This is an optimization exercise on Yosys and OpenROAD, whose aim is small area, a short achievable clock period and few clock cycles per item, not a production implementation.
Where RTL was checked, it was by simulation tests only, not by an equivalence proof against the original.
The RTL of runs 2 to 6 was laid out without a check of its function.

## flow/design.v (module list and top-level ports; edited modules follow where they fit)
// module fh64_front: 14 lines
// module fh64_queue: 45 lines
// module fh64_mul_k: 1228 lines
// module fh64_mul_m: 1364 lines
// module fh64_back: 115 lines
// module fasthash64_stream: 62 lines
module fasthash64_stream (
    input  logic                         clk,
    input  logic                         rst_n,
    input  logic                         cfg_wr_en,
    input  logic [63:0]                  cfg_wr_data,
    input  logic                         s_axis_tvalid,
    output logic                         s_axis_tready,
    input  logic [fh64_pkg::TDATA_W-1:0] s_axis_tdata,
    input  logic                         s_axis_tuser,
    input  logic                         s_axis_tlast,
    output logic                         m_axis_tvalid,
    input  logic                         m_axis_tready,
    output logic [63:0]                  m_axis_tdata
);
  // ...
==> flow/flow/run.sh <==
#!/bin/bash
# Standard flow, with one netlist clean-up between synthesis and floorplan:
# netfix2.py chooses the polarity of each full adder so that the adder
# trees need far fewer inverters (a full adder is self-dual). Registers and
# all other cells are left as synthesis made them.
set -euo pipefail
R=orfs/results/sky130hd/fasthash64_stream/base
bash standard.sh synth > synth.log 2>&1
cp $R/1_2_yosys.v yosys_standard.v
python3 flow/netfix2.py yosys_standard.v $R/1_2_yosys.v > netfix.log 2>&1
rm -f $R/1_synth.odb $R/1_synth.sdc
bash standard.sh > layout.log 2>&1
==> flow/flow/netfix2.py <==
#!/usr/bin/env python3
"""Re-time the polarity of full adders in a Yosys netlist to cut inverters.

A full adder is self-dual: FA(~a, ~b, ~c) = (~sum, ~carry). Yosys's adder
extraction leaves many inverters between full adders. This script removes
every inverter (except ones driving ports), gives each full adder a polarity
(whether it computes on complemented signals) chosen by simulated annealing
to need the fewest inverters, then puts back one inverter for each signal
that some load needs complemented.
Usage: netfix2.py IN.v OUT.v [seed]
"""
import math
import random
import re
import sys

INV = re.compile(r"^sky130_fd_sc_hd__(clk)?inv(lp)?_\d+$")
FA = re.compile(r"^sky130_fd_sc_hd__fa_\d+$")
OUTPINS = {"X", "Y", "Q", "Q_N", "SUM", "COUT", "HI", "LO", "GCLK"}

def esc(n):
    return n + " " if n.startswith("\\") else n

def main(src, dst, seed=1):
    text = open(src).read()
    m = re.search(r"^module\s+(\S+)\((.*?)\);", text, re.M | re.S)
    head_end = m.end()
    end = text.rindex("endmodule")
    stmts = [s.strip() for s in text[head_end:end].split(";") if s.strip()]
    decls, cells, order, ports = [], {}, [], set()
    for s in stmts:
        if s.startswith(("input", "output", "wire", "inout")):
            decls.append(s)
            if not s.startswith("wire"):
                for tok in s.split()[1:]:
                    if not tok.startswith("["):
                        ports.add(tok.lstrip("\\"))
            continue
        if s.startswith("assign"):
            raise SystemExit("assign statements not supported")
        mm = re.match(r"^(\S+)\s+(\\\S+\s|\S+)\s*\((.*)\)$", s, re.S)
        typ, name, conns = mm.group(1), mm.group(2).strip(), mm.group(3)
        pins = {}
        for pm in re.finditer(r"\.(\w+)\(\s*((?:\\\S+\s)|[^()]*?)\s*\)", conns):
            pins[pm.group(1)] = pm.group(2).strip()
        cells[name] = [typ, pins]
        order.append(name)

    def is_port(n):
        return n.split("[")[0].lstrip("\\").strip() in ports

    driver = {}
    for c in order:
        for p, n in cells[c][1].items():
            if p in OUTPINS:
                driver[n] = c
    # removable inverters: input is not a constant, output is not a port
    removable = set()
    for c in order:
        t, pins = cells[c]
        if INV.match(t) and not is_port(pins["Y"]) and not pins["A"].startswith(("1'", "0'")):
            removable.add(c)

    def resolve(n):
        """net -> (base net, parity) through removable inverters"""
        par = 0
        seen = 0
        while n in driver and driver[n] in removable:
            n = cells[driver[n]][1]["A"]
            par ^= 1
            seen += 1
            if seen > 100:
                raise SystemExit("inverter loop")
        return n, par

    fas = [c for c in order if FA.match(cells[c][0])]
    fa_idx = {c: i for i, c in enumerate(fas)}
    # loads: list of (cell, pin, base, parity); FA-driven bases know their FA
    loads = []
    for c in order:
        if c in removable:
            continue
        t, pins = cells[c]
        for p, n in pins.items():
            if p in OUTPINS or n.startswith(("1'", "0'")):
                continue
            b, par = resolve(n)
            loads.append((c, p, b, par))
    pinned = set()
    for c in fas:
        for p in ("SUM", "COUT"):
            if is_port(cells[c][1][p]):
                pinned.add(fa_idx[c])
    bases = {}
    def bid(b):
        if b not in bases:
            bases[b] = len(bases)
        return bases[b]
    base_drv_fa = {}
    for c in fas:
        for p in ("SUM", "COUT"):
            base_drv_fa[bid(cells[c][1][p])] = fa_idx[c]
    nb = None
    L = []   # (fa index of consumer or -1, base id, parity)
    for (c, p, b, par) in loads:
        L.append((fa_idx[c] if c in fa_idx and p in ("A", "B", "CIN") else -1, bid(b), par))
    nb = len(bases)
    pol = [0] * len(fas)
    drvfa = [-1] * nb
    for b, f in base_drv_fa.items():
        drvfa[b] = f
    # physical demand of a load = par ^ pol[consumer] ^ pol[driver of base]
    cnt = [[0, 0] for _ in range(nb)]
    fa_in = [[] for _ in fas]      # base ids of each FA's inputs (with repeats)
    fa_out = [[] for _ in fas]
    for (f, b, par) in L:
        d = par ^ (pol[f] if f >= 0 else 0) ^ (pol[drvfa[b]] if drvfa[b] >= 0 else 0)
        cnt[b][d] += 1
        if f >= 0:
            fa_in[f].append(b)
    for b, f in base_drv_fa.items():
        fa_out[f].append(b)
    # per-FA input demand parities for incremental updates: we track demand by
    # recomputing from L entries indexed per FA
    fa_loads = [[] for _ in fas]
    for k, (f, b, par) in enumerate(L):
        if f >= 0:
            fa_loads[f].append(k)

    def cost_b(b):
        return 1 if cnt[b][1] > 0 else 0

    def dem(k):
        f, b, par = L[k]
        return par ^ (pol[f] if f >= 0 else 0) ^ (pol[drvfa[b]] if drvfa[b] >= 0 else 0)

    def flip(f):
        touched = set()
        for k in fa_loads[f]:
            b = L[k][1]
            d = dem(k)
            cnt[b][d] -= 1
            cnt[b][1 - d] += 1
            touched.add(b)
        for b in fa_out[f]:
            cnt[b][0], cnt[b][1] = cnt[b][1], cnt[b][0]
            touched.add(b)
        pol[f] ^= 1
        return touched

    total = sum(cost_b(b) for b in range(nb))
    start = total
    rng = random.Random(seed)
    cand = [f for f in range(len(fas)) if f not in pinned]
    iters = 400 * len(cand)
    T0, T1 = 2.0, 0.05
    best = total
    best_pol = pol[:]
    for it in range(iters):
        T = T0 * (T1 / T0) ** (it / iters)
        f = rng.choice(cand)
        aff = set(L[k][1] for k in fa_loads[f]) | set(fa_out[f])
        before = sum(cost_b(b) for b in aff)
        flip(f)
        after = sum(cost_b(b) for b in aff)
        delta = after - before
        if delta <= 0 or rng.random() < math.exp(-delta / T):
            total += delta
            if total < best:
                best = total
                best_pol = pol[:]
        else:
            flip(f)
    # apply best
    for f in range(len(fas)):
        if pol[f] != best_pol[f]:
            flip(f)
    total = sum(cost_b(b) for b in range(nb))
    ninv_removed = len(removable)
    print(f"netfix2: removable inverters {ninv_removed}, needed before {start}, after {total}", file=sys.stderr)

    # rebuild: new FA output nets for flipped FAs
    base_name = {v: k for k, v in bases.items()}
    phys = {}   # base id -> physical net carrying (value ^ pol of driver)
    for b in range(nb):
        phys[b] = base_name[b]
    invnet = {}
    newcells = {}
    k_inv = [0]
    def inv_of(b):
        if b not in invnet:
            k_inv[0] += 1
            n = f"_pfx{k_inv[0]}_"
            newcells[f"_pfxi{k_inv[0]}_"] = ["sky130_fd_sc_hd__inv_1", {"A": phys[b], "Y": n}]
            invnet[b] = n
        return invnet[b]
    # loads reconnect
    for k, (c, p, bname, par) in enumerate(loads):
        b = L[k][1]
        d = dem(k)
        cells[c][1][p] = inv_of(b) if d else phys[b]
    for c in removable:
        del cells[c]
    out = [text[:head_end]]
    for d in decls:
        out.append("  " + d + " ;")
    for n in sorted(invnet.values()):
        out.append(f"  wire {n};")
    for name in order + list(newcells):
        cell = cells.get(name) or newcells.get(name)
        if cell is None:
            continue
        typ, pins = cell
        conn = ",\n".join(f"    .{p}({esc(n)})" for p, n in pins.items())
        out.append(f"  {typ} {esc(name)} (\n{conn}\n  );")
    out.append("endmodule")
    open(dst, "w").write("\n".join(out) + "\n" + text[end + len("endmodule"):].lstrip("\n"))

if __name__ == "__main__":
    main(sys.argv[1], sys.argv[2], int(sys.argv[3]) if len(sys.argv) > 3 else 1)
==> flow/standard.sh <==
#!/bin/bash
# synth_recipe.tcl (not shown) runs the flow's synth.tcl, then flattens the netlist and writes it again
# the make line also repeats each setting of config.mk as NAME=value (left out here)
make -C /OpenROAD-flow-scripts/flow DESIGN_CONFIG=/design/flow/config.mk WORK_HOME=/design/flow/orfs CLKGATE_MAP_FILE= SYNTH_SCRIPT=/design/flow/synth_recipe.tcl "${@:-finish}"
==> flow/config.mk <==
export PLATFORM = sky130hd
export DESIGN_NAME = fasthash64_stream
export DESIGN_NICKNAME = fasthash64_stream
export VERILOG_FILES = /design/flow/design.v
export SDC_FILE = /design/flow/constraint.sdc
export NUM_CORES = 4
export LEC_CHECK = 0
export CAP_MARGIN = 20
export CORE_MARGIN = 2
export CORE_UTILIZATION = 40
export SETUP_SLACK_MARGIN = 3.0
export SLEW_MARGIN = 20
==> flow/constraint.sdc <==
create_clock -name core_clock -period 11.0 [get_ports {clk}]
set_input_delay 2.2000 -clock core_clock [delete_from_list [all_inputs] [get_ports {clk}]]
set_output_delay 2.2000 -clock core_clock [all_outputs]
set_load 0.01 [all_outputs]
==> summary.txt, run 1 <==
Global route
  • Initial antenna violation count: 13
  • Largest net degree at the start of global routing: between 70 and 80
  • Grt met1 use: 0.4438

Critical path
  • Critical Path Slowest Stage Cell: nor3_1
  • R2r worst-path depth: 24
  • Cell mode on critical path: xnor2_1
  • Buffers & Inverters on Critical Path: 5
  • Reg2Reg Capture Point: u_back.out_d[16]

Timing
  • Final setup violation count: 0
  • WHS: 417.5 ps
  • Relative slew slack: 0.1514
  • RSZ-0062 raised after global routing: true

Clock network
  • Cts bufs inserted: 45
  • Clk pin slew, worst setup/hold paths: around 60 ps
  • CTS resizes: 61

Min path
  • Start point of the worst hold path: u_queue.absorb
  • Min-Delay Path Class: reg -> reg
  • Worst Hold Path EP: u_back.a2

Final layout
  • FILL cells: 11,843
  • Final core occ: 0.4707
  • CLK BUF: between 60 and 70
  • Final instance area: 60,250 um^2

Synth
  • Cell count after synthesis: 4,471

Place
  • Placed inst area: roughly 57,000 um^2

Floorplanning
  • # rows: 131
  • Die area: between 100,000 and 150,000 um^2

Run
  • Maximum Capacitance Violations: 0

Drt
  • Routed len/inst: between 30 and 40 um

Outcome
  • Run status: finished clean
Testbench counts, summed over its fixed seeds: cycles 7,851, words 6,859.
==> module fh64_queue, before the edit <==
module fh64_queue (
    input  logic        clk,
    input  logic        rst_n,
    input  logic        load,         
    input  logic        in_valid,     
    input  logic [63:0] in_pre,
    input  logic [31:0] in_len,
    input  logic        in_first,
    input  logic        in_absorb,
    input  logic        in_last,
    input  logic        take,         
    output logic        valid,
    output logic [63:0] pre,
    output logic [31:0] msg_len,
    output logic        first,
    output logic        absorb,
    output logic        last
);
    always_ff @(posedge clk or negedge rst_n)
    begin
        if (!rst_n)
        begin
            valid <= 1'b0;
        end
        else if (load)
        begin
            valid <= in_valid;
        end
        else if (take)
        begin
            valid <= 1'b0;
        end
    end
    always_ff @(posedge clk)
    begin
        if (load)
        begin
            pre     <= in_pre;
            msg_len <= in_len;
            first   <= in_first;
            absorb  <= in_absorb;
            last    <= in_last;
        end
    end
endmodule
==> module fh64_back, before the edit <==
module fh64_back (
    input  logic        clk,
    input  logic        rst_n,
    input  logic        cfg_wr_en,
    input  logic [63:0] cfg_wr_data,
    input  logic        v1,
    input  logic [63:0] pre1,
    input  logic [31:0] len1,
    input  logic        f1,
    input  logic        a1,
    input  logic        l1,
    output logic        take1,
    output logic        ready,
    output logic        m_axis_tvalid,
    input  logic        m_axis_tready,
    output logic [63:0] m_axis_tdata
);
    logic        v2, f2, a2, l2, s2;
    logic [63:0] x2;
    logic [63:0] h;
    logic [63:0] seed;
    logic        pend;       
    logic        fin;        
    logic        out_v;
    logic [63:0] out_d;
    logic        fin_go, m_ok, len_op, m_done, abs_op, xs_op;
    logic [63:0] k_in, k_p, k_mix;
    logic [63:0] m_in, m_p;
    assign fin_go = fin && (!out_v || m_axis_tready);
    assign m_ok   = !fin || fin_go;
    assign len_op = v2 && f2 && m_ok;
    assign m_done = v2 && !f2 && m_ok;
    assign abs_op = m_done && a2;
    assign xs_op  = m_done && !a2 && pend;
    assign take1 = !fin && v1 && (!v2 || !f2);
    assign ready = (!v1 || take1) && !(take1 && f1) && !(v2 && f2 && fin && out_v);
    assign k_in  = fin ? fh64_pkg::mix_pre(h) : pre1;
    fh64_mul_k u_mul_k (
        .a (k_in),
        .p (k_p)
    );
    assign k_mix = fh64_pkg::mix_post(k_p);
    assign m_in = (v2 && f2) ? {32'b0, len1} : (h ^ (x2 ^ (s2 ? seed : 64'b0)));
    fh64_mul_m u_mul_m (
        .a (m_in),
        .p (m_p)
    );
    assign m_axis_tvalid = out_v;
    assign m_axis_tdata  = out_d;
    always_ff @(posedge clk or negedge rst_n)
    begin
        if (!rst_n)
        begin
            v2    <= 1'b0;
            f2    <= 1'b0;
            h     <= '0;
            seed  <= fh64_pkg::SEED_RESET;
            pend  <= 1'b0;
            fin   <= 1'b0;
            out_v <= 1'b0;
        end
        else
        begin
            if (take1)
            begin
                v2 <= 1'b1;
                f2 <= f1;
            end
            else if (m_done)
            begin
                v2 <= 1'b0;
            end
            else if (len_op)
            begin
                f2 <= 1'b0;
            end
            if (len_op || abs_op)
            begin
                h <= m_p;
            end
            else if (xs_op)
            begin
                h <= m_in;
            end
            if (len_op)
            begin
                pend <= 1'b1;
            end
            else if (m_done)
            begin
                pend <= 1'b0;
            end
            fin   <= (fin && !fin_go) || (m_done && l2);
            out_v <= fin_go || (out_v && !m_axis_tready);
            if (cfg_wr_en)
            begin
                seed <= cfg_wr_data;
            end
        end
    end
    always_ff @(posedge clk)
    begin
        if (take1)
        begin
            x2 <= k_mix;
            s2 <= f1;
            a2 <= a1;
            l2 <= l1;
        end
        if (fin_go)
        begin
            out_d <= k_mix;
        end
    end
endmodule
==> module fasthash64_stream, before the edit <==
module fasthash64_stream (
    input  logic                         clk,
    input  logic                         rst_n,
    input  logic                         cfg_wr_en,
    input  logic [63:0]                  cfg_wr_data,
    input  logic                         s_axis_tvalid,
    output logic                         s_axis_tready,
    input  logic [fh64_pkg::TDATA_W-1:0] s_axis_tdata,
    input  logic                         s_axis_tuser,
    input  logic                         s_axis_tlast,
    output logic                         m_axis_tvalid,
    input  logic                         m_axis_tready,
    output logic [63:0]                  m_axis_tdata
);
    logic [63:0] in_pre;
    logic [31:0] in_len;
    logic        in_absorb;
    logic        v1, f1, a1, l1, take1;
    logic [63:0] pre1;
    logic [31:0] len1;
    fh64_front u_front (
        .s_axis_tdata (s_axis_tdata),
        .pre          (in_pre),
        .msg_len      (in_len),
        .absorb       (in_absorb)
    );
    fh64_queue u_queue (
        .clk       (clk),
        .rst_n     (rst_n),
        .load      (s_axis_tready),
        .in_valid  (s_axis_tvalid),
        .in_pre    (in_pre),
        .in_len    (in_len),
        .in_first  (s_axis_tuser),
        .in_absorb (in_absorb),
        .in_last   (s_axis_tlast),
        .take      (take1),
        .valid     (v1),
        .pre       (pre1),
        .msg_len   (len1),
        .first     (f1),
        .absorb    (a1),
        .last      (l1)
    );
    fh64_back u_back (
        .clk           (clk),
        .rst_n         (rst_n),
        .cfg_wr_en     (cfg_wr_en),
        .cfg_wr_data   (cfg_wr_data),
        .v1            (v1),
        .pre1          (pre1),
        .len1          (len1),
        .f1            (f1),
        .a1            (a1),
        .l1            (l1),
        .take1         (take1),
        .ready         (s_axis_tready),
        .m_axis_tvalid (m_axis_tvalid),
        .m_axis_tready (m_axis_tready),
        .m_axis_tdata  (m_axis_tdata)
    );
endmodule
==> inputs of run 2 (changes only) <==
--- a/flow/design.v
+++ b/flow/design.v
@@ -49,6 +49,8 @@
     input  logic        in_first,
     input  logic        in_absorb,
     input  logic        in_last,
+    input  logic        load_fin,     
+    input  logic [63:0] fin_pre,
     input  logic        take,         
     output logic        valid,
     output logic [63:0] pre,
@@ -74,9 +76,16 @@
     end
     always_ff @(posedge clk)
     begin
+        if (load_fin)
+        begin
+            pre <= fin_pre;
+        end
+        else if (load)
+        begin
+            pre <= in_pre;
+        end
         if (load)
         begin
-            pre     <= in_pre;
             msg_len <= in_len;
             first   <= in_first;
             absorb  <= in_absorb;
@@ -2689,6 +2698,8 @@
     input  logic        l1,
     output logic        take1,
     output logic        ready,
+    output logic        load_fin,
+    output logic [63:0] fin_pre,
     output logic        m_axis_tvalid,
     input  logic        m_axis_tready,
     output logic [63:0] m_axis_tdata
@@ -2704,6 +2715,7 @@
     logic        fin_go, m_ok, len_op, m_done, abs_op, xs_op;
     logic [63:0] k_in, k_p, k_mix;
     logic [63:0] m_in, m_p;
+    logic [63:0] h_next;
     assign fin_go = fin && (!out_v || m_axis_tready);
     assign m_ok   = !fin || fin_go;
     assign len_op = v2 && f2 && m_ok;
@@ -2711,8 +2723,11 @@
     assign abs_op = m_done && a2;
     assign xs_op  = m_done && !a2 && pend;
     assign take1 = !fin && v1 && (!v2 || !f2);
-    assign ready = (!v1 || take1) && !(take1 && f1) && !(v2 && f2 && fin && out_v);
-    assign k_in  = fin ? fh64_pkg::mix_pre(h) : pre1;
+    assign ready = (!v1 || take1) && !(take1 && f1) && !(fin && out_v) && !(v2 && !f2 && l2);
+    assign load_fin = m_done && l2;
+    assign h_next   = abs_op ? m_p : (xs_op ? m_in : h);
+    assign fin_pre  = fh64_pkg::mix_pre(h_next);
+    assign k_in  = pre1;
     fh64_mul_k u_mul_k (
         .a (k_in),
         .p (k_p)
@@ -2809,6 +2824,8 @@
     logic [31:0] in_len;
     logic        in_absorb;
     logic        v1, f1, a1, l1, take1;
+    logic        load_fin;
+    logic [63:0] fin_pre;
     logic [63:0] pre1;
     logic [31:0] len1;
     fh64_front u_front (
@@ -2827,6 +2844,8 @@
         .in_first  (s_axis_tuser),
         .in_absorb (in_absorb),
         .in_last   (s_axis_tlast),
+        .load_fin  (load_fin),
+        .fin_pre   (fin_pre),
         .take      (take1),
         .valid     (v1),
         .pre       (pre1),
@@ -2848,6 +2867,8 @@
         .l1            (l1),
         .take1         (take1),
         .ready         (s_axis_tready),
+        .load_fin      (load_fin),
+        .fin_pre       (fin_pre),
         .m_axis_tvalid (m_axis_tvalid),
         .m_axis_tready (m_axis_tready),
         .m_axis_tdata  (m_axis_tdata)
==> run 2 against run 1 <==
Effect of this change: count of clock-buffer cells in the layout fell by 6; clock skew rose by 21 ps; non-clock buffer count rose by 43; critical endpoint is now u_queue.pre[39]; highest routed layer unchanged.
==> summary.txt, run 2 <==
Outcome
  • Run status: finished clean (unchanged)

Timing
  • Relative slew slack: 0.2395 (was 0.1514)
  • Count of pins over their slew limit: 0 (unchanged)
  • Worst Max-Slew Pin Slew: 1129 ps (was 1264 ps)
  • Total negative slack: 0 ps (unchanged)
  • Hold Fails Final Rpt: 0 (unchanged)
  • Min Clock Period, post-route: 8017 ps (was 7901 ps)
  • Max Clk Rate: 0.1247 GHz (was 0.1266 GHz)
  • Final setup violation count: 0 (unchanged)
  • Final setup margin: 2983 ps (was 3099 ps)
  • WHS: 424.7 ps (was 417.5 ps)
  • RSZ-0062 raised after global routing: true (unchanged)
  • Clock Skews: 58.68 ps (was 38.04 ps)
  • Final worst path period share: 0.7288 (was 0.7183)

Place
  • Pre-CTS setup slack: 1637 ps (was 1788 ps)
  • Cells after DPL: 6,187 (was 6,451)
  • IO buf count: 236 (unchanged)
  • Post-DP HPWL: 176.8 mm (was 184.3 mm)
  • Final Wtd Congestion: 1.070 (was 1.075)

Floorplanning
  • DIE HEIGHT: 359.6 um (was 363.6 um)
  • Initial core utilization: 0.4027 (was 0.4041)
  • Die area: 129,300 um^2 (was 132,200 um^2)
  • # rows: 130 (was 131)
  • Core area: 125,600 um^2 (was 128,000 um^2)
  • # IOs: 241 (unchanged)
  • Die extent in x: 359.6 um (was 363.6 um)

Drt
  • Met3 WL: 28.02 mm (was 28.03 mm)
  • Detailed Routing Iterations Pass 1: 6 (was 5)
  • Wl on met1: 83.34 mm (was 84.80 mm)
  • Routed len/inst: 34.40 um (was 34.81 um)
  • WL final: 221.3 mm (was 231.5 mm)
  • Top Layer Used: met5 (unchanged)
  • Starting DRT DRC Count: 4,769 (was 4,585)
  • Met2 WL: 93.52 mm (was 100.9 mm)
  • DRC Markers: 0 (unchanged)
  • Final ANT Viol Nets: 0 (unchanged)
  • DR vias: 37,918 (was 39,450)
  • Vias/cell: 5.895 (was 5.932)

Critical path
  • Crit end category: register (unchanged)
  • Crit Path Class: reg -> reg (unchanged)
  • Crit path DAT: 8370 ps (was 8280 ps)
  • CP required: 11,350 ps (was 11,380 ps)
  • Crit start category: register (unchanged)
  • Cell mode on critical path: fa_1 (was xnor2_1)
  • CP top delay family: adder cells (unchanged)
  • Crit path largest cell delay: 720 ps (was 760 ps)
  • Critical Path Slowest Stage Cell: xnor2_1 (was nor3_1)
  • Crit path max fanout: 13 (was 44)
  • Buffers & Inverters on Critical Path: 2 (was 5)
  • Worst-path cell chain: xnor2_1 > xnor2_1 > nor2_1 > a21oi_4 > buf_4 > fa_1 > fa_1 > fa_1 > fa_1 > fa_1 > fa_1 > ha_2 > nand3_1 > or3_1 > or2_2 > o211a_4 > o31ai_4 > mux2_4 > a31oi_4 > buf_6 > xor2_1 > a21oi_1 (was inv_16 > nor2_1 > a21oi_2 > buf_4 > inv_1 > ha_1 > nor3_1 > fa_1 > fa_1 > fa_1 > fa_1 > fa_1 > fa_1 > inv_1 > xnor2_1 > xnor2_1 > xnor2_1 > xnor2_1 > xnor2_1 > xnor2_1 > xnor2_2 > xnor2_1 > buf_4 > xor2_1)

Synth
  • Syn_nets: 5,783 (was 5,981)
  • Avg Cell Area, Syn: 11.83 um^2 (was 11.57 um^2)
  • Cell count after synthesis: 4,275 (was 4,471)
  • Synth Warn #: 3 (unchanged)
  • Mapped Area: 50,570 um^2 (was 51,730 um^2)

Clock network
  • CTS tree: done (unchanged)
  • Clock latency (worst-skew pair): 630 ps (was 660 ps)
  • Clk pin slew, worst setup/hold paths: 60 ps (about the same)
  • Clock sinks: 364 (unchanged)
  • Root buffer cell: clkbuf_16 (unchanged)
  • Hold buffers post-CTS: 0 (unchanged)
  • Clock tree buffer depth: 3 (unchanged)
  • H-Tree Depth: 2 (unchanged)
  • Cts bufs inserted: 41 (was 45)

Final layout
  • Nets@finish: 6,248 (was 6,390)
  • Commonest non-fill, non-tap cell in the layout: fa_1 (unchanged)
  • Fin cells: 6,432 (was 6,650)
  • Most frequent cells in the layout: fa_1 (1,123), nand2_1 (357), xnor2_1 (342), inv_1 (281), buf_4 (263) (was fa_1 (1,061), xnor2_1 (452), inv_1 (362), ha_1 (271), nand2_1 (255))
  • Share of layout cells above drive strength 1: 0.1471 (was 0.1287)
  • Synth-to-layout area growth: 18.85% (was 16.46%)

Global route
  • Total global-route track usage: 0.3418 (was 0.3533)
  • Largest net degree at the start of global routing: 100 (was 77)
  • Global-route wire length before repair: 306.9 mm (was 320.3 mm)
  • Number of global-route vias before repair: 39,149 (was 41,133)
  • Global route total overflow: 0 (unchanged)
  • Initial antenna violation count: 10 (was 13)

Run
  • Maximum Capacitance Violations: 0 (unchanged)

Min path
  • Min-Delay Path Class: reg -> reg (unchanged)
==> run 2: final timing paths <==
check,from,endpoint,slack [ps],depth (start not counted)
worst min register to register,u_queue.absorb,u_back.a2,420,0
worst min-delay path,u_queue.absorb,u_back.a2,420,0
min in group asynchronous,rst_n,u_back.seed[48],1590,1
worst max register to register,u_back.h[7],u_queue.pre[39],2980,22
worst max-delay path,u_back.h[7],u_queue.pre[39],2980,22
max in group asynchronous,rst_n,u_back.h[20],7900,2
==> run 2: layout make-up <==
type | instances | area, um^2
fillers | 11431 | 65470
flip-flops and latches | 364 | 10270
well taps | 1650 | 2064
clock buffers | 60 | 1179
inverters | 319 | 1329
repair buffers | 546 | 5129
multi-input cells | 3468 | 39930
diodes | 9 | 22.52
clock inverters | 16 | 177.7
==> run 2: worst reg2reg max path, cell delays in order (launching register included) <==
cell	delay, ps
dfrtp_1	430
xnor2_1	730
xnor2_1	200
nor2_1	80
a21oi_4	140
buf_4	450
fa_1	540
fa_1	410
fa_1	500
fa_1	410
fa_1	560
fa_1	450
ha_2	420
nand3_1	130
or3_1	440
or2_2	320
o211a_4	280
o31ai_4	280
mux2_4	360
a31oi_4	220
buf_6	170
xor2_1	140
a21oi_1	90
==> run 2: repair_timing <==
item,in CTS,in global routing
setup endpoints to repair,84,71
gates resized for setup,116,153
pin swaps,6,25
setup buffers,50,102
cloned,4,4
hold endpoints to repair,0,0
==> run 2: stage by stage <==
stage	cell area (um^2)	util
after floorplan	50680	-
after global placement	55880	0.4450
after detailed placement	55880	0.4450
after CTS	58410	0.4652
after global routing	60090	0.4785
final	60100	0.4786
==> run 2: layer usage <==
layer	GRT usage	vias to the layer above
li1	-	15015
met1	0.4458	19706
met2	0.4956	2590
met3	0.1207	605
met4	0.1904	2
met5	0	-
==> inputs of run 3 (changes only) <==
--- a/flow/flow/run.sh
+++ b/flow/flow/run.sh
@@ -2,8 +2,12 @@
 # Standard flow, with one netlist clean-up between synthesis and floorplan:
 # netfix2.py chooses the polarity of each full adder so that the adder
 # trees need far fewer inverters (a full adder is self-dual). Registers and
-# all other cells are left as synthesis made them.
+# all other cells are left as synthesis made them. Port buffers use the
+# smallest buffer cell.
 set -euo pipefail
+# Port buffers: the smallest buffer cell (placement's repair resizes any
+# that need more drive).
+export BUFFER_PORTS_ARGS="-buffer_cell sky130_fd_sc_hd__buf_1"
 R=orfs/results/sky130hd/fasthash64_stream/base
 bash standard.sh synth > synth.log 2>&1
 cp $R/1_2_yosys.v yosys_standard.v
==> run 3 against run 2 <==
Effect of this change: worst setup slack better by 37 ps; area after synthesis did not move; die area unchanged; cell area shrank 2.9%; global-route usage shrank 0.46 points; critical path type unchanged; first-iteration DRC count up 9.0%; critical path depth up 4; sequential share of layout area increased by 0.52 points.
==> summary.txt, run 3 <==
Outcome
  • Run status: finished clean (unchanged)

Clock network
  • Clk pin slew, worst setup/hold paths: 70 ps (was 60 ps)
  • Root buffer cell: clkbuf_16 (unchanged)
  • CTS tree: done (unchanged)
  • Hold buffers post-CTS: 0 (unchanged)
  • Clock tree buffer depth: 3 (unchanged)
  • H-Tree Depth: 2 (unchanged)
  • Clock sinks: 364 (unchanged)
  • Cts bufs inserted: 41 (unchanged)
  • Clock latency (worst-skew pair): 620 ps (was 630 ps)

Timing
  • Final worst path period share: 0.7254 (was 0.7288)
  • Hold Fails Final Rpt: 0 (unchanged)
  • Final setup margin: 3020 ps (was 2983 ps)
  • Relative slew slack: 0.1902 (was 0.2395)
  • Max Clk Rate: 0.1253 GHz (was 0.1247 GHz)
  • Final setup violation count: 0 (unchanged)
  • Count of pins over their slew limit: 0 (unchanged)
  • Total negative slack: 0 ps (unchanged)
  • RSZ-0062 raised after global routing: true (unchanged)
  • Worst Max-Slew Pin Slew: 1202 ps (was 1129 ps)
  • Clock Skews: 44.43 ps (was 58.68 ps)
  • WHS: 425.4 ps (was 424.7 ps)
  • Min Clock Period, post-route: 7980 ps (was 8017 ps)

Place
  • Pre-CTS setup slack: 1904 ps (was 1637 ps)
  • Post-DP HPWL: 172.4 mm (was 176.8 mm)
  • IO buf count: 236 (unchanged)
  • Final Wtd Congestion: 1.061 (was 1.070)

Floorplanning
  • Initial core utilization: 0.4027 (unchanged)
  • Die extent in x: 359.6 um (unchanged)
  • # IOs: 241 (unchanged)
  • # rows: 130 (unchanged)
  • Core area: 125,600 um^2 (unchanged)
  • Die area: 129,300 um^2 (unchanged)
  • DIE HEIGHT: 359.6 um (unchanged)

Drt
  • Starting DRT DRC Count: 5,200 (was 4,769)
  • Final ANT Viol Nets: 0 (unchanged)
  • Detailed Routing Iterations Pass 1: 7 (was 6)
  • DR vias: 38,573 (was 37,918)
  • WL final: 218.3 mm (was 221.3 mm)
  • DRC Markers: 0 (unchanged)
  • Vias/cell: 5.995 (was 5.895)
  • Routed len/inst: 33.92 um (was 34.40 um)

Min path
  • Min-Delay Path Class: reg -> reg (unchanged)

Critical path
  • Crit path DAT: 8290 ps (was 8370 ps)
  • Crit path max fanout: 7 (was 13)
  • Crit start category: register (unchanged)
  • CP required: 11,310 ps (was 11,350 ps)
  • Crit Path Class: reg -> reg (unchanged)
  • Crit end category: register (unchanged)

Final layout
  • Synth-to-layout area growth: 15.42% (was 18.85%)
  • Most frequent cells in the layout: fa_1 (1,127), nand2_1 (357), xnor2_1 (339), buf_4 (279), inv_1 (276) (was fa_1 (1,123), nand2_1 (357), xnor2_1 (342), inv_1 (281), buf_4 (263))
  • Nets@finish: 6,254 (was 6,248)
  • Commonest non-fill, non-tap cell in the layout: fa_1 (unchanged)
  • Share of layout cells above drive strength 1: 0.1458 (was 0.1471)

Global route
  • Number of global-route vias before repair: 39,314 (was 39,149)
  • Initial antenna violation count: 9 (was 10)
  • Global-route wire length before repair: 302.9 mm (was 306.9 mm)
  • Largest net degree at the start of global routing: 92 (was 100)
  • Total global-route track usage: 0.3372 (was 0.3418)
  • Global route total overflow: 0 (unchanged)

Synth
  • Mapped Area: 50,570 um^2 (unchanged)
  • Cell count after synthesis: 4,275 (unchanged)
  • Avg Cell Area, Syn: 11.83 um^2 (unchanged)
  • Syn_nets: 5,783 (unchanged)
  • Synth Warn #: 3 (unchanged)

Run
  • Maximum Capacitance Violations: 0 (unchanged)
run 3: cell types whose count changed in the layout (fill, tap and decap cells not counted), sizes merged:
cell / before / now
bufbuf: 1 / 2
clkinvlp: 36 / 39
bufinv: 1 / 0
and2: 23 / 24
clkinv: 12 / 11
clkdlybuf4s50: 234 / 0
clkbuf: 64 / 61
buf: 307 / 547
diode: 9 / 5
run 3: through the flow:
stage	utilization	cells	area, um^2
6_report	0.4648	6434	58370
5_1_grt	0.4648	6433	58360
4_1_cts	0.4562	6352	57280
3_5_place_dp	0.4334	6195	54420
3_3_place_gp	0.4334	6195	54420
2_1_floorplan	-	4275	50680
run 3: routing by layer:
layer,vias to the layer above,GRT usage,part of all wire
met3,702,0.1264,0.13
met5,-,0,0.000078
met2,2811,0.4878,0.42
met4,4,0.1953,0.077
met1,20005,0.4330,0.37
li1,15051,-,-
run 3: path summary, 6_finish.rpt:
check	to	depth (start not counted)	startpoint	slack, ps
max in group asynchronous	u_back.h[26]	3	rst_n	7440
hold / removal	u_back.a2	0	u_queue.absorb	430
min in group asynchronous	u_back.seed[58]	1	rst_n	1560
hold reg to reg	u_back.a2	0	u_queue.absorb	430
setup reg to reg	u_queue.pre[29]	26	u_back.h[12]	3020
setup / recovery	u_queue.pre[29]	26	u_back.h[12]	3020
run 3: area by class of cell:
cell class,instances,area (um^2)
Sequential cell,364,10270
Inverter,319,1343
Fill cell,11613,67200
Tap cell,1650,2064
Multi-Input combinational cell,3469,39800
Clock inverter,17,151.4
Timing Repair Buffer,551,3568
Antenna cell,5,12.51
Clock buffer,59,1155
run 3: timing repair:
item / 4_1_cts / 5_1_grt
pin swaps: 12 / 15
gates cloned: 6 / 0
setup endpoints to repair: 82 / 66
setup buffers: 75 / 76
resized for setup: 151 / 99
run 3: worst max-delay path, cell delays in order, from the launching register on:
cell and delay (ps):
dfrtp_1 520, xnor2_2 340, xnor2_1 160, nor2_1 80, a21oi_4 350, buf_4 280
inv_1 190, ha_2 390, xnor2_1 120, inv_1 80, fa_1 390, fa_1 500
fa_1 430, fa_1 540, fa_1 500, ha_1 480, nand4_1 150, a21oi_1 130
o21ai_0 130, or2_2 350, o211ai_1 340, a21oi_1 140, xnor2_1 330, mux2i_1 190
buf_4 250, xor2_1 200, o21ai_0 90
==> inputs of run 4 (changes only) <==
--- a/flow/config.mk
+++ b/flow/config.mk
@@ -8,5 +8,5 @@
 export CAP_MARGIN = 20
 export CORE_MARGIN = 2
 export CORE_UTILIZATION = 40
-export SETUP_SLACK_MARGIN = 3.0
+export SETUP_SLACK_MARGIN = 3.5
 export SLEW_MARGIN = 20
==> run 4 against run 3 <==
Effect of this change: cell count increased by 2.1%; non-clock buffer count grew 135; area after synthesis unchanged; worst hold slack got worse by 2.9 ps; critical path depth is 4 higher; count of clock-buffer cells in the layout is 6 lower; still clean on timing, DRC and antenna; via count is 1.2% higher; sequential cell count did not move; global-route usage increased by 1.1 points; die area did not move; cell area up 5.0%; clock skew is 18 ps lower.
==> summary.txt, run 4 <==
Outcome
  • Run status: finished clean (unchanged)

Final layout
  • Nets@finish: 6,386 (was 6,254)
  • Fin cells: 6,567 (was 6,434)
  • Commonest non-fill, non-tap cell in the layout: fa_1 (unchanged)
  • Synth-to-layout area growth: 21.20% (was 15.42%)
  • Most frequent cells in the layout: fa_1 (1,085), buf_4 (351), nand2_1 (347), xnor2_1 (314), inv_1 (257) (was fa_1 (1,127), nand2_1 (357), xnor2_1 (339), buf_4 (279), inv_1 (276))
  • Share of layout cells above drive strength 1: 0.2132 (was 0.1458)

Critical path
  • Cell mode on critical path: fa_2 (was fa_1)
  • Crit start category: register (unchanged)
  • CP required: 11,350 ps (was 11,310 ps)
  • Crit path DAT: 8060 ps (was 8290 ps)
  • Crit Path Class: reg -> reg (unchanged)
  • Crit path max fanout: 21 (was 7)
  • Crit path largest cell delay: 590 ps (was 540 ps)
  • Critical Path Slowest Stage Cell: fa_2 (was fa_1)
  • Crit end category: register (unchanged)

Drt
  • Detailed Routing Iterations Pass 1: 5 (was 7)
  • WL final: 225.5 mm (was 218.3 mm)
  • Vias/cell: 5.941 (was 5.995)
  • DRC Markers: 0 (unchanged)
  • Routed len/inst: 34.34 um (was 33.92 um)
  • DR vias: 39,017 (was 38,573)
  • Starting DRT DRC Count: 4,853 (was 5,200)
  • Final ANT Viol Nets: 0 (unchanged)

Synth
  • Synth Warn #: 3 (unchanged)
  • Cell count after synthesis: 4,275 (unchanged)
  • Syn_nets: 5,783 (unchanged)
  • Mapped Area: 50,570 um^2 (unchanged)
  • Avg Cell Area, Syn: 11.83 um^2 (unchanged)

Timing
  • Min Clock Period, post-route: 7717 ps (was 7980 ps)
  • Total negative slack: 0 ps (unchanged)
  • Max Clk Rate: 0.1296 GHz (was 0.1253 GHz)
  • RSZ-0062 raised after global routing: true (unchanged)
  • Final setup violation count: 0 (unchanged)
  • Clock Skews: 26.23 ps (was 44.43 ps)
  • Final worst path period share: 0.7016 (was 0.7254)
  • Worst Max-Slew Pin Slew: 1120 ps (was 1202 ps)
  • Hold Fails Final Rpt: 0 (unchanged)
  • Relative slew slack: 0.2451 (was 0.1902)
  • Final setup margin: 3283 ps (was 3020 ps)
  • Count of pins over their slew limit: 0 (unchanged)

Clock network
  • Clk pin slew, worst setup/hold paths: 70 ps (about the same)
  • CTS tree: done (unchanged)
  • Cts bufs inserted: 41 (unchanged)
  • Clock sinks: 364 (unchanged)
  • Root buffer cell: clkbuf_16 (unchanged)
  • H-Tree Depth: 2 (unchanged)
  • Clock tree buffer depth: 3 (unchanged)
  • Hold buffers post-CTS: 0 (unchanged)
  • Clock latency (worst-skew pair): 610 ps (was 620 ps)

Global route
  • Largest net degree at the start of global routing: 81 (was 92)
  • Total global-route track usage: 0.3481 (was 0.3372)
  • Initial antenna violation count: 13 (was 9)
  • Number of global-route vias before repair: 40,058 (was 39,314)
  • Global-route wire length before repair: 311.5 mm (was 302.9 mm)
  • Global route total overflow: 0 (unchanged)

Floorplanning
  • # rows: 130 (unchanged)
  • Die extent in x: 359.6 um (unchanged)
  • DIE HEIGHT: 359.6 um (unchanged)
  • Die area: 129,300 um^2 (unchanged)
  • Core area: 125,600 um^2 (unchanged)
  • # IOs: 241 (unchanged)
  • Initial core utilization: 0.4027 (unchanged)

Place
  • Cells after DPL: 6,199 (was 6,195)
  • Final Wtd Congestion: 1.040 (was 1.061)
  • Pre-CTS setup slack: 1627 ps (was 1904 ps)
  • Post-DP HPWL: 178.3 mm (was 172.4 mm)
  • IO buf count: 236 (unchanged)

Min path
  • Min-Delay Path Class: reg -> reg (unchanged)

Run
  • Maximum Capacitance Violations: 0 (unchanged)
[run 4: metal layers]
metal	global-route usage	routed length, um
met4	0.2015	17530
met5	0	18
met1	0.4595	84090
met2	0.5070	95280
met3	0.1074	28570
[run 4: repair_timing]
action / CTS / global route
gates resized for setup: 413 / 190
gates cloned: 4 / 0
pin swaps: 88 / 71
setup endpoints to repair: 123 / 88
setup buffers: 179 / 103
[run 4: per-stage QoR]
stage	util	hold WS [ps]	cell area, um^2
2_1_floorplan	-	400.3	50850
3_3_place_gp	0.4348	410.9	54590
3_5_place_dp	0.4348	407.4	54590
4_1_cts	0.4746	422.6	59600
5_1_grt	0.4880	431.0	61280
6_report	0.4881	422.5	61290
[run 4: cell type report]
type,count,area (um^2)
antenna,6,15.01
clock buffer,53,1162
clock inverter,23,209.0
fill,11325,64280
inverter,319,1411
multi-input combinational,3466,41170
sequential,364,10280
tap,1650,2064
timing repair buffer,686,4987
[run 4: worst paths after layout]
kind | start | to | slack [ps] | cells past startpoint
worst max-delay path | u_back.s2 | u_queue.pre[38] | 3280 | 30
worst min-delay path | u_queue.absorb | u_back.a2 | 420 | 0
worst max register to register | u_back.s2 | u_queue.pre[38] | 3280 | 30
worst min register to register | u_queue.absorb | u_back.a2 | 420 | 0
max in group asynchronous | rst_n | u_back.h[25] | 7510 | 3
min in group asynchronous | rst_n | u_back.seed[12] | 1840 | 2
[run 4: worst max-delay path: cells and delay by family (launching register included)]
family,cells,cell delay [ps]
buf+inv,7,1350
flops,1,440
compound gates,7,1120
xor+xnor,2,240
simple gates,6,1020
fa+ha+maj,8,3240
==> inputs of run 5 (changes only) <==
--- a/flow/config.mk
+++ b/flow/config.mk
@@ -8,5 +8,5 @@
 export CAP_MARGIN = 20
 export CORE_MARGIN = 2
 export CORE_UTILIZATION = 40
-export SETUP_SLACK_MARGIN = 3.5
+export SETUP_SLACK_MARGIN = 4.0
 export SLEW_MARGIN = 20
==> run 5 against run 4 <==
Effect of this change: still clean; critical path depth stayed put; non-clock buffer count is 163 higher; clock skew is 46 ps higher; global-route usage is 0.41 points higher.
==> summary.txt, run 5 <==
Outcome
  • Run status: finished clean (unchanged)

Timing
  • Final worst path period share: 0.6912 (was 0.7016)
  • RSZ-0062 raised after global routing: true (unchanged)
  • Hold Fails Final Rpt: 0 (unchanged)
  • Min Clock Period, post-route: 7604 ps (was 7717 ps)
  • Count of pins over their slew limit: 0 (unchanged)
  • Max Clk Rate: 0.1315 GHz (was 0.1296 GHz)
  • Worst Max-Slew Pin Slew: 1284 ps (was 1120 ps)
  • Final setup violation count: 0 (unchanged)
  • Total negative slack: 0 ps (unchanged)
  • Relative slew slack: 0.1439 (was 0.2451)
  • Clock Skews: 71.74 ps (was 26.23 ps)

Global route
  • Initial antenna violation count: 12 (was 13)
  • Number of global-route vias before repair: 41,382 (was 40,058)
  • Global-route wire length before repair: 316.1 mm (was 311.5 mm)
  • Largest net degree at the start of global routing: 76 (was 81)
  • Global route total overflow: 0 (unchanged)
  • Total global-route track usage: 0.3522 (was 0.3481)

Drt
  • Wl on met1: 82.98 mm (was 84.09 mm)
  • Met2 WL: 95.94 mm (was 95.28 mm)
  • Top Layer Used: met5 (unchanged)
  • Final ANT Viol Nets: 0 (unchanged)
  • Vias/cell: 5.913 (was 5.941)
  • DR vias: 39,812 (was 39,017)
  • Starting DRT DRC Count: 4,774 (was 4,853)
  • DRC Markers: 0 (unchanged)
  • WL final: 227.6 mm (was 225.5 mm)
  • Routed len/inst: 33.81 um (was 34.34 um)
  • Met3 WL: 30.44 mm (was 28.57 mm)
  • Detailed Routing Iterations Pass 1: 5 (unchanged)

Place
  • IO buf count: 236 (unchanged)
  • Cells after DPL: 6,217 (was 6,199)
  • Final Wtd Congestion: 1.076 (was 1.040)
  • Post-DP HPWL: 176.1 mm (was 178.3 mm)
  • Placed inst area: 55,000 um^2 (was 54,590 um^2)

Clock network
  • H-Tree Depth: 2 (unchanged)
  • Hold buffers post-CTS: 0 (unchanged)
  • Clock tree buffer depth: 3 (unchanged)
  • Root buffer cell: clkbuf_16 (unchanged)
  • CTS tree: done (unchanged)
  • Clk pin slew, worst setup/hold paths: 70 ps (about the same)
  • Cts bufs inserted: 41 (unchanged)
  • Clock latency (worst-skew pair): 640 ps (was 610 ps)
  • Clock sinks: 364 (unchanged)

Final layout
  • Final instance area: 64,250 um^2 (was 61,290 um^2)
  • Nets@finish: 6,553 (was 6,386)
  • Final core occ: 0.5116 (was 0.4881)
  • Most frequent cells in the layout: fa_1 (1,049), buf_4 (437), nand2_1 (318), xnor2_1 (302), buf_1 (235) (was fa_1 (1,085), buf_4 (351), nand2_1 (347), xnor2_1 (314), inv_1 (257))
  • Multi-input gate area: 42,140 um^2 (was 41,170 um^2)
  • Share of layout cells above drive strength 1: 0.2700 (was 0.2132)
  • Fin cells: 6,733 (was 6,567)
  • Synth-to-layout area growth: 27.05% (was 21.20%)
  • Commonest non-fill, non-tap cell in the layout: fa_1 (unchanged)
  • FILL cells: 11,112 (was 11,325)
  • Register Area: 10,270 um^2 (was 10,280 um^2)

Synth
  • Synth Warn #: 3 (unchanged)
  • Avg Cell Area, Syn: 11.83 um^2 (unchanged)
  • Syn_nets: 5,783 (unchanged)
  • Mapped Area: 50,570 um^2 (unchanged)
  • Cell count after synthesis: 4,275 (unchanged)

Floorplanning
  • Initial core utilization: 0.4027 (unchanged)
  • # rows: 130 (unchanged)
  • Die extent in x: 359.6 um (unchanged)
  • Core area: 125,600 um^2 (unchanged)
  • DIE HEIGHT: 359.6 um (unchanged)
  • # IOs: 241 (unchanged)
  • Die area: 129,300 um^2 (unchanged)

Critical path
  • CP required: 11,360 ps (was 11,350 ps)
  • Critical Path Slowest Stage Cell: fa_2 (unchanged)
  • CP startpoint: u_back.s2 (unchanged)
  • Crit end category: register (unchanged)
  • Crit start category: register (unchanged)
  • Crit path DAT: 7960 ps (was 8060 ps)
  • R2r worst-path depth: 30 (unchanged)
  • Critical R2R Launch: u_back.s2 (unchanged)
  • Crit path max fanout: 6 (was 21)
  • Register-to-register setup slack: 3400 ps (was 3280 ps)
  • Reg2Reg Capture Point: u_queue.pre[39] (was u_queue.pre[38])
  • Crit path largest cell delay: 570 ps (was 590 ps)
  • Crit Path Class: reg -> reg (unchanged)

Min path
  • Min-Delay Path Class: reg -> reg (unchanged)
  • Start point of the worst hold path: u_queue.absorb (unchanged)
  • Worst Hold Path EP: u_back.a2 (unchanged)
  • Hold Path Stages: 0 (unchanged)

Run
  • Maximum Capacitance Violations: 0 (unchanged)
run 5: worst max-delay path: cells and delay by family, from the launching register on:
kind / cells / cell delay (ps)
buffers and inverters: 10 / 1350
adder cells (fa/ha/maj): 6 / 2680
AO/OA/AOI/OAI: 6 / 1310
AND/OR/NAND/NOR: 4 / 700
XOR/XNOR: 3 / 470
flip-flops: 1 / 440
multiplexers: 1 / 360
run 5: per-stage QoR:
| stage | hold slack, ps | worst slack [ps] |
|---|---|---|
| finish | 416.7 | 3396 |
| global route | 447.6 | 3282 |
| CTS | 422.2 | 3450 |
| detailed placement | 405.7 | 1966 |
| global placement | 400.8 | 2015 |
| floorplan | 400.3 | 3761 |
run 5: layout make-up:
class,instances,share of cell area
clock buffers,55,0.01743
inverters,319,0.02280
multi-input cells,3470,0.6558
flip-flops and latches,364,0.1598
well taps,1650,0.03213
repair buffers,849,0.1078
clock inverters,21,0.004012
diodes,5,0.0001947
run 5: how the worst max path moves through the flow:
stage | to | slack (ps) | depth (start not counted)
floorplan | u_queue.pre[39] | 3760 | 30
CTS | u_queue.pre[39] | 3450 | 27
global route | u_queue.pre[39] | 3280 | 28
detailed placement | u_queue.pre[23] | 1970 | 24
finish | u_queue.pre[39] | 3400 | 30
global placement | u_queue.pre[23] | 2020 | 24
run 5: repair_timing:
action / in CTS / in global routing
pin swaps: 176 / 134
buffers inserted: 289 / 135
hold endpoints to repair: 0 / 0
cloned: 11 / 0
setup endpoints to repair: 145 / 117
gates resized for setup: 614 / 313
run 5: routing by layer:
metal / track usage / vias up
met2: 0.5071 / 2745
met1: 0.4446 / 20649
met5: 0 / -
met4: 0.2240 / 4
met3: 0.1348 / 766
li1: - / 15648
==> inputs of run 6 (changes only) <==
--- a/flow/config.mk
+++ b/flow/config.mk
@@ -8,5 +8,7 @@
 export CAP_MARGIN = 20
 export CORE_MARGIN = 2
 export CORE_UTILIZATION = 40
-export SETUP_SLACK_MARGIN = 4.0
+export CTS_BUF_LIST = sky130_fd_sc_hd__clkbuf_4 sky130_fd_sc_hd__clkbuf_8
+export CTS_CLUSTER_SIZE = 24
+export SETUP_SLACK_MARGIN = 3.0
 export SLEW_MARGIN = 20
==> run 6 against run 5 <==
Effect of this change: global-route usage fell by 1.6 points; highest routed layer unchanged; critical path type unchanged; critical path depth decreased by 3; largest cell class unchanged; clock skew grew 23 ps; die area unchanged; worst setup slack lost 390 ps.
==> summary.txt, run 6 <==
Drt
  • Routed len/inst: 33.47 um (was 33.81 um)
  • DR vias: 38,377 (was 39,812)
  • Final ANT Viol Nets: 0 (unchanged)
  • Vias/cell: 5.906 (was 5.913)
  • Starting DRT DRC Count: 4,775 (was 4,774)
  • WL final: 217.5 mm (was 227.6 mm)
  • Detailed Routing Iterations Pass 1: 6 (was 5)
  • DRC Markers: 0 (unchanged)

Critical path
  • CP endpoint: u_queue.pre[39] (unchanged)
  • CP startpoint: u_back.v2 (was u_back.s2)
  • CP required: 11,480 ps (was 11,360 ps)
  • Crit start category: register (unchanged)
  • Critical R2R Launch: u_back.v2 (was u_back.s2)
  • Crit end category: register (unchanged)
  • Crit path DAT: 8470 ps (was 7960 ps)
  • R2r worst-path depth: 27 (was 30)
  • Reg2Reg Capture Point: u_queue.pre[39] (unchanged)
  • Crit Path Class: reg -> reg (unchanged)
  • Crit path max fanout: 8 (was 6)
  • Register-to-register setup slack: 3000 ps (was 3400 ps)

Synth
  • Cell count after synthesis: 4,275 (unchanged)
  • Syn_nets: 5,783 (unchanged)
  • Avg Cell Area, Syn: 11.83 um^2 (unchanged)
  • Synth Warn #: 3 (unchanged)
  • Mapped Area: 50,570 um^2 (unchanged)

Floorplanning
  • Initial core utilization: 0.4027 (unchanged)
  • DIE HEIGHT: 359.6 um (unchanged)
  • Die area: 129,300 um^2 (unchanged)
  • # rows: 130 (unchanged)
  • Core area: 125,600 um^2 (unchanged)
  • Die extent in x: 359.6 um (unchanged)
  • # IOs: 241 (unchanged)

Final layout
  • Most frequent cells in the layout: fa_1 (1,129), nand2_1 (358), xnor2_1 (340), buf_4 (298), inv_1 (277) (was fa_1 (1,049), buf_4 (437), nand2_1 (318), xnor2_1 (302), buf_1 (235))
  • Final core occ: 0.4660 (was 0.5116)
  • Share of layout cells above drive strength 1: 0.1568 (was 0.2700)
  • Commonest non-fill, non-tap cell in the layout: fa_1 (unchanged)
  • Synth-to-layout area growth: 15.72% (was 27.05%)
  • Fin cells: 6,498 (was 6,733)
  • Nets@finish: 6,295 (was 6,553)

Timing
  • Min Clock Period, post-route: 7995 ps (was 7604 ps)
  • Clock Skews: 94.31 ps (was 71.74 ps)
  • RSZ-0062 raised after global routing: true (unchanged)
  • Worst Max-Slew Pin Slew: 1178 ps (was 1284 ps)
  • Count of pins over their slew limit: 0 (unchanged)
  • Final worst path period share: 0.7269 (was 0.6912)
  • Hold Fails Final Rpt: 0 (unchanged)
  • Final setup violation count: 0 (unchanged)
  • Max Clk Rate: 0.1251 GHz (was 0.1315 GHz)
  • Total negative slack: 0 ps (unchanged)
  • Final setup margin: 3005 ps (was 3396 ps)
  • Relative slew slack: 0.2098 (was 0.1439)

Place
  • Final Wtd Congestion: 1.061 (was 1.076)
  • Post-DP HPWL: 172.4 mm (was 176.1 mm)
  • Pre-CTS setup slack: 1904 ps (was 1966 ps)
  • Cells after DPL: 6,195 (was 6,217)
  • IO buf count: 236 (unchanged)

Global route
  • Largest net degree at the start of global routing: 92 (was 76)
  • Total global-route track usage: 0.3365 (was 0.3522)
  • Initial antenna violation count: 13 (was 12)
  • Number of global-route vias before repair: 39,540 (was 41,382)
  • Global-route wire length before repair: 302.9 mm (was 316.1 mm)
  • Global route total overflow: 0 (unchanged)

Min path
  • Min-Delay Path Class: reg -> reg (unchanged)
  • Start point of the worst hold path: u_queue.absorb (unchanged)

Clock network
  • Clk pin slew, worst setup/hold paths: 70 ps (about the same)
  • Clock latency (worst-skew pair): 790 ps (was 640 ps)
  • Hold buffers post-CTS: 0 (unchanged)
  • Clock sinks: 364 (unchanged)
  • Root buffer cell: clkbuf_8 (was clkbuf_16)
  • CTS tree: done (unchanged)
  • H-Tree Depth: 2 (unchanged)
  • Cts bufs inserted: 61 (was 41)
  • Clock tree buffer depth: 3 (unchanged)

Outcome
  • Run status: finished clean (unchanged)

Run
  • Maximum Capacitance Violations: 0 (unchanged)
## run 6: metal layers
layer	global-route usage	part of all wire	up-vias
li1	-	-	15133
met1	0.4331	0.36	19753
met2	0.4820	0.42	2767
met3	0.1241	0.14	718
met4	0.2060	0.080	6
met5	0	0.00040	-
## run 6: cell type report
cell class,instances,area [um^2]
multi-input cells,3468,39800
flip-flops and latches,364,10270
well taps,1650,2064
inverters,319,1345
repair buffers,573,3754
diodes,8,20.02
clock inverters,33,250.2
fillers,11602,67050
clock buffers,83,1017
## run 6: worst min-delay path by stage
stage / to / slack, ps / cells after the start
final: u_back.a2 / 430 / 0
after global routing: u_back.a2 / 450 / 0
after CTS: u_back.a2 / 430 / 0
after detailed placement: u_back.a2 / 410 / 0
after global placement: u_back.l2 / 400 / 0
after floorplan: u_back.a2 / 400 / 0
## run 6: through the flow
step / instance area (um^2) / hold slack (ps)
after floorplan: 50680 / 400.3
after global placement: 54420 / 404.4
after detailed placement: 54420 / 412.4
after CTS: 57100 / 427.4
after global routing: 58520 / 448.4
final: 58520 / 426.5
## run 6: critical path, stage by stage (launching register included)
cell,delay (ps)
dfrtp_2,480
and2_4,350
buf_4,180
nor2_1,50
a21oi_2,210
clkinvlp_4,270
buf_4,210
ha_1,200
a211oi_2,290
inv_1,100
fa_1,540
fa_1,450
fa_2,370
fa_2,600
fa_2,510
ha_4,350
and4_4,250
nand2_1,130
o21ai_1,160
o21ai_1,90
or2_2,330
o211a_2,330
o31ai_4,230
mux2_2,390
a31oi_2,210
buf_6,200
xor2_2,140
a21oi_1,80
## run 6: timing repair
item | 4_1_cts | 5_1_grt
gates resized for setup | 133 | 128
setup buffers | 85 | 88
setup endpoints to repair | 83 | 74
pin swaps | 9 | 17
gates cloned | 3 | 2
==> inputs of run 7 (changes only) <==
--- a/flow/design.v
+++ b/flow/design.v
@@ -2704,7 +2704,7 @@
     input  logic        m_axis_tready,
     output logic [63:0] m_axis_tdata
 );
-    logic        v2, f2, a2, l2, s2;
+    logic        v2, f2, a2, l2;
     logic [63:0] x2;
     logic [63:0] h;
     logic [63:0] seed;
@@ -2733,7 +2733,7 @@
         .p (k_p)
     );
     assign k_mix = fh64_pkg::mix_post(k_p);
-    assign m_in = (v2 && f2) ? {32'b0, len1} : (h ^ (x2 ^ (s2 ? seed : 64'b0)));
+    assign m_in = (v2 && f2) ? {32'b0, len1} : (h ^ x2);
     fh64_mul_m u_mul_m (
         .a (m_in),
         .p (m_p)
@@ -2795,8 +2795,7 @@
     begin
         if (take1)
         begin
-            x2 <= k_mix;
-            s2 <= f1;
+            x2 <= k_mix ^ (f1 ? seed : 64'b0);
             a2 <= a1;
             l2 <= l1;
         end
==> flow/config.mk (replaced) <==
export PLATFORM = sky130hd
export DESIGN_NAME = fasthash64_stream
export DESIGN_NICKNAME = fasthash64_stream
export VERILOG_FILES = /design/flow/design.v
export SDC_FILE = /design/flow/constraint.sdc
export NUM_CORES = 4
export LEC_CHECK = 0
export ABC_AREA = 1
export CAP_MARGIN = 20
export CORE_MARGIN = 2
export CORE_UTILIZATION = 40
export SETUP_SLACK_MARGIN = 3.0
export SLEW_MARGIN = 20
==> run 7 against run 6 <==
Effect of this change: non-clock buffer count shrank 133; synthesized cell count grew 31%; fmax grew 0.95%; count of clock-buffer cells in the layout shrank 17; area after synthesis grew 7.3%; critical path type unchanged; clock skew shrank 57 ps; global-route usage grew 4.7 points; register-to-register slack gained 70 ps; cell count grew 20%.
==> summary.txt, run 7 <==
Outcome
  • Run status: finished clean (unchanged)

Global route
  • Global route total overflow: 0 (unchanged)
  • Global-route wire length before repair: 361.0 mm (was 302.9 mm)
  • Initial antenna violation count: 9 (was 13)
  • Total global-route track usage: 0.3835 (was 0.3365)
  • Number of global-route vias before repair: 46,536 (was 39,540)
  • Largest net degree at the start of global routing: 89 (was 92)

Final layout
  • FILL cells: 13,281 (was 11,602)
  • Nets@finish: 7,477 (was 6,295)
  • Commonest non-fill, non-tap cell in the layout: nand2_1 (was fa_1)
  • Fin cells: 7,795 (was 6,498)
  • Share of layout cells above drive strength 1: 0.08450 (was 0.1568)
  • Most frequent cells in the layout: nand2_1 (1,171), fa_1 (1,112), inv_1 (686), nor2_1 (347), o21ai_0 (337) (was fa_1 (1,129), nand2_1 (358), xnor2_1 (340), buf_4 (298), inv_1 (277))
  • Final instance area: 60,470 um^2 (was 58,520 um^2)
  • Synth-to-layout area growth: 11.45% (was 15.72%)

Timing
  • Clock Skews: 37.68 ps (was 94.31 ps)
  • RSZ-0062 raised after global routing: true (unchanged)
  • Total negative slack: 0 ps (unchanged)
  • Hold Fails Final Rpt: 0 (unchanged)
  • Min Clock Period, post-route: 7920 ps (was 7995 ps)
  • Final setup margin: 3080 ps (was 3005 ps)
  • Count of pins over their slew limit: 0 (unchanged)
  • Max Clk Rate: 0.1263 GHz (was 0.1251 GHz)
  • Relative slew slack: 0.2004 (was 0.2098)
  • Final setup violation count: 0 (unchanged)
  • Worst Max-Slew Pin Slew: 1187 ps (was 1178 ps)
  • Final worst path period share: 0.7200 (was 0.7269)

Synth
  • Syn_nets: 7,086 (was 5,783)
  • Mapped Area: 54,260 um^2 (was 50,570 um^2)
  • Avg Cell Area, Syn: 9.715 um^2 (was 11.83 um^2)
  • Synth Warn #: 3 (unchanged)
  • Cell count after synthesis: 5,585 (was 4,275)

Min path
  • Start point of the worst hold path: u_queue.absorb (unchanged)
  • Min-Delay Path Class: reg -> reg (unchanged)
  • Worst Hold Path EP: u_back.a2 (unchanged)
  • Hold Path Stages: 0 (unchanged)

Place
  • Post-DP HPWL: 216.9 mm (was 172.4 mm)
  • Cells after DPL: 7,638 (was 6,195)
  • IO buf count: 236 (unchanged)
  • Placed inst area: 58,040 um^2 (was 54,420 um^2)
  • Final Wtd Congestion: 1.067 (was 1.061)
  • Pre-CTS setup slack: 2306 ps (was 1904 ps)

Floorplanning
  • DIE HEIGHT: 372.3 um (was 359.6 um)
  • Core area: 135,100 um^2 (was 125,600 um^2)
  • # rows: 135 (was 130)
  • Die area: 138,600 um^2 (was 129,300 um^2)
  • # IOs: 241 (unchanged)
  • Initial core utilization: 0.4015 (was 0.4027)
  • Die extent in x: 372.3 um (was 359.6 um)

Drt
  • DRC Markers: 0 (unchanged)
  • Routed len/inst: 33.75 um (was 33.47 um)
  • Final ANT Viol Nets: 0 (unchanged)
  • Vias/cell: 5.782 (was 5.906)
  • WL final: 263.1 mm (was 217.5 mm)
  • Detailed Routing Iterations Pass 1: 6 (unchanged)
  • Starting DRT DRC Count: 5,107 (was 4,775)
  • DR vias: 45,071 (was 38,377)

Clock network
  • Hold buffers post-CTS: 0 (unchanged)
  • Clock latency (worst-skew pair): 650 ps (was 790 ps)
  • Clk pin slew, worst setup/hold paths: 60 ps (was 70 ps)
  • Cts bufs inserted: 44 (was 61)
  • Clock sinks: 363 (was 364)
  • H-Tree Depth: 2 (unchanged)
  • Clock tree buffer depth: 3 (unchanged)
  • Root buffer cell: clkbuf_16 (was clkbuf_8)
  • CTS tree: done (unchanged)

Critical path
  • Crit path max fanout: 11 (was 8)
  • Crit Path Class: reg -> reg (unchanged)
  • Reg2Reg Capture Point: u_queue.pre[50] (was u_queue.pre[39])
  • Crit path DAT: 8300 ps (was 8470 ps)
  • CP required: 11,380 ps (was 11,480 ps)
  • R2r worst-path depth: 26 (was 27)
  • Crit end category: register (unchanged)
  • Crit start category: register (unchanged)
  • Register-to-register setup slack: 3080 ps (was 3000 ps)
  • Critical R2R Launch: u_back.h[18] (was u_back.v2)

Run
  • Maximum Capacitance Violations: 0 (unchanged)
## run 7: layer usage
layer,global-route usage,part of all wire,vias up
met5,0,0.00020,-
met1,0.4672,0.37,23060
li1,-,-,18603
met3,0.08813,0.093,767
met4,0.3163,0.10,8
met2,0.5810,0.44,2633
## run 7: worst max-delay path, stage by stage, from the launching register on
cell      delay (ps)
dfrtp_1          520
xnor2_2          440
nand2_1          170
o21ai_4           90
buf_6            280
inv_1            110
ha_1             310
a211oi_1         420
inv_1            120
fa_1             500
fa_1             560
fa_1             450
fa_1             400
fa_1             400
ha_1             500
nand2_1          200
nor2_1           130
inv_1             90
o21bai_1         260
nor2_1            90
nand2_1          230
nand2_1          140
o21ai_1          530
xnor2_1          350
nand2_1          140
nand3_1          130
o21ai_0          100
## run 7: what timing repair did
action,in CTS,in global routing
pin swaps,0,4
endpoints found under the setup margin,73,71
setup buffers,37,34
cloned,0,1
endpoints found under the hold margin,0,0
gates resized for setup,34,86
## run 7: area by class of cell
type | instances | area [um^2] | share of cell area
multi-input combinational | 4415 | 41330 | 0.6835
clock inverter | 16 | 160.2 | 0.002648
clock buffer | 66 | 1234 | 0.02040
sequential | 363 | 10240 | 0.1693
tap | 1781 | 2228 | 0.03685
inverter | 712 | 2755 | 0.04556
antenna | 2 | 5.005 | 0.00008276
timing repair buffer | 440 | 2519 | 0.04165
## run 7: worst max-delay path by stage
stage	slack, ps	endpoint	cells past startpoint	start
floorplan	3780	u_queue.pre[63]	31	u_back.f2
global placement	2400	u_queue.pre[29]	24	u_back.f2
detailed placement	2310	u_queue.pre[29]	24	u_back.f2
CTS	2980	u_queue.pre[29]	26	u_back.f2
global route	2940	u_queue.pre[37]	29	u_back.f2
finish	3080	u_queue.pre[50]	26	u_back.h[18]
## run 7: through the flow
step	utilization	hold slack (ps)
2_1_floorplan	-	400.3
3_3_place_gp	0.4294	408.3
3_5_place_dp	0.4295	405.6
4_1_cts	0.4431	418.9
5_1_grt	0.4475	423.7
6_report	0.4475	417.4
Testbench counts of run 7, summed over its fixed seeds: cycles 7,851, words 6,859.

-- afterwards: timing with drivers on the ports --
Ports are ideal in the flow. The routed layouts listed here were re-timed in OpenROAD. Step 1 sets driving cells, clkbuf_16 on the clock port and buf_2 on the other inputs (assumed; they add their load-dependent delay and slew). Step 2 times the ports against the registers' clock, not the clock port: input delays grow and output delays shrink by t, the midpoint of the rising clock arrivals with the driver on. Three values: ideal, step 1, step 2; two values: the first two.
run	t, ns	setup WS [ns]	worst setup path at the end
run 1	0.713	3.099 / 3.099 / 3.099	register to register
run 2	0.661	2.983 / 2.983 / 2.983	register to register
run 3	0.665	3.020 / 3.020 / 3.020	register to register
run 4	0.662	3.283 / 3.283 / 3.283	register to register
run 5	0.676	3.396 / 3.396 / 3.396	register to register
run 6	0.803	3.005 / 3.005 / 3.005	register to register
run 7	0.710	3.080 / 3.080 / 3.080	register to register
After both steps every run listed still meets setup and hold.
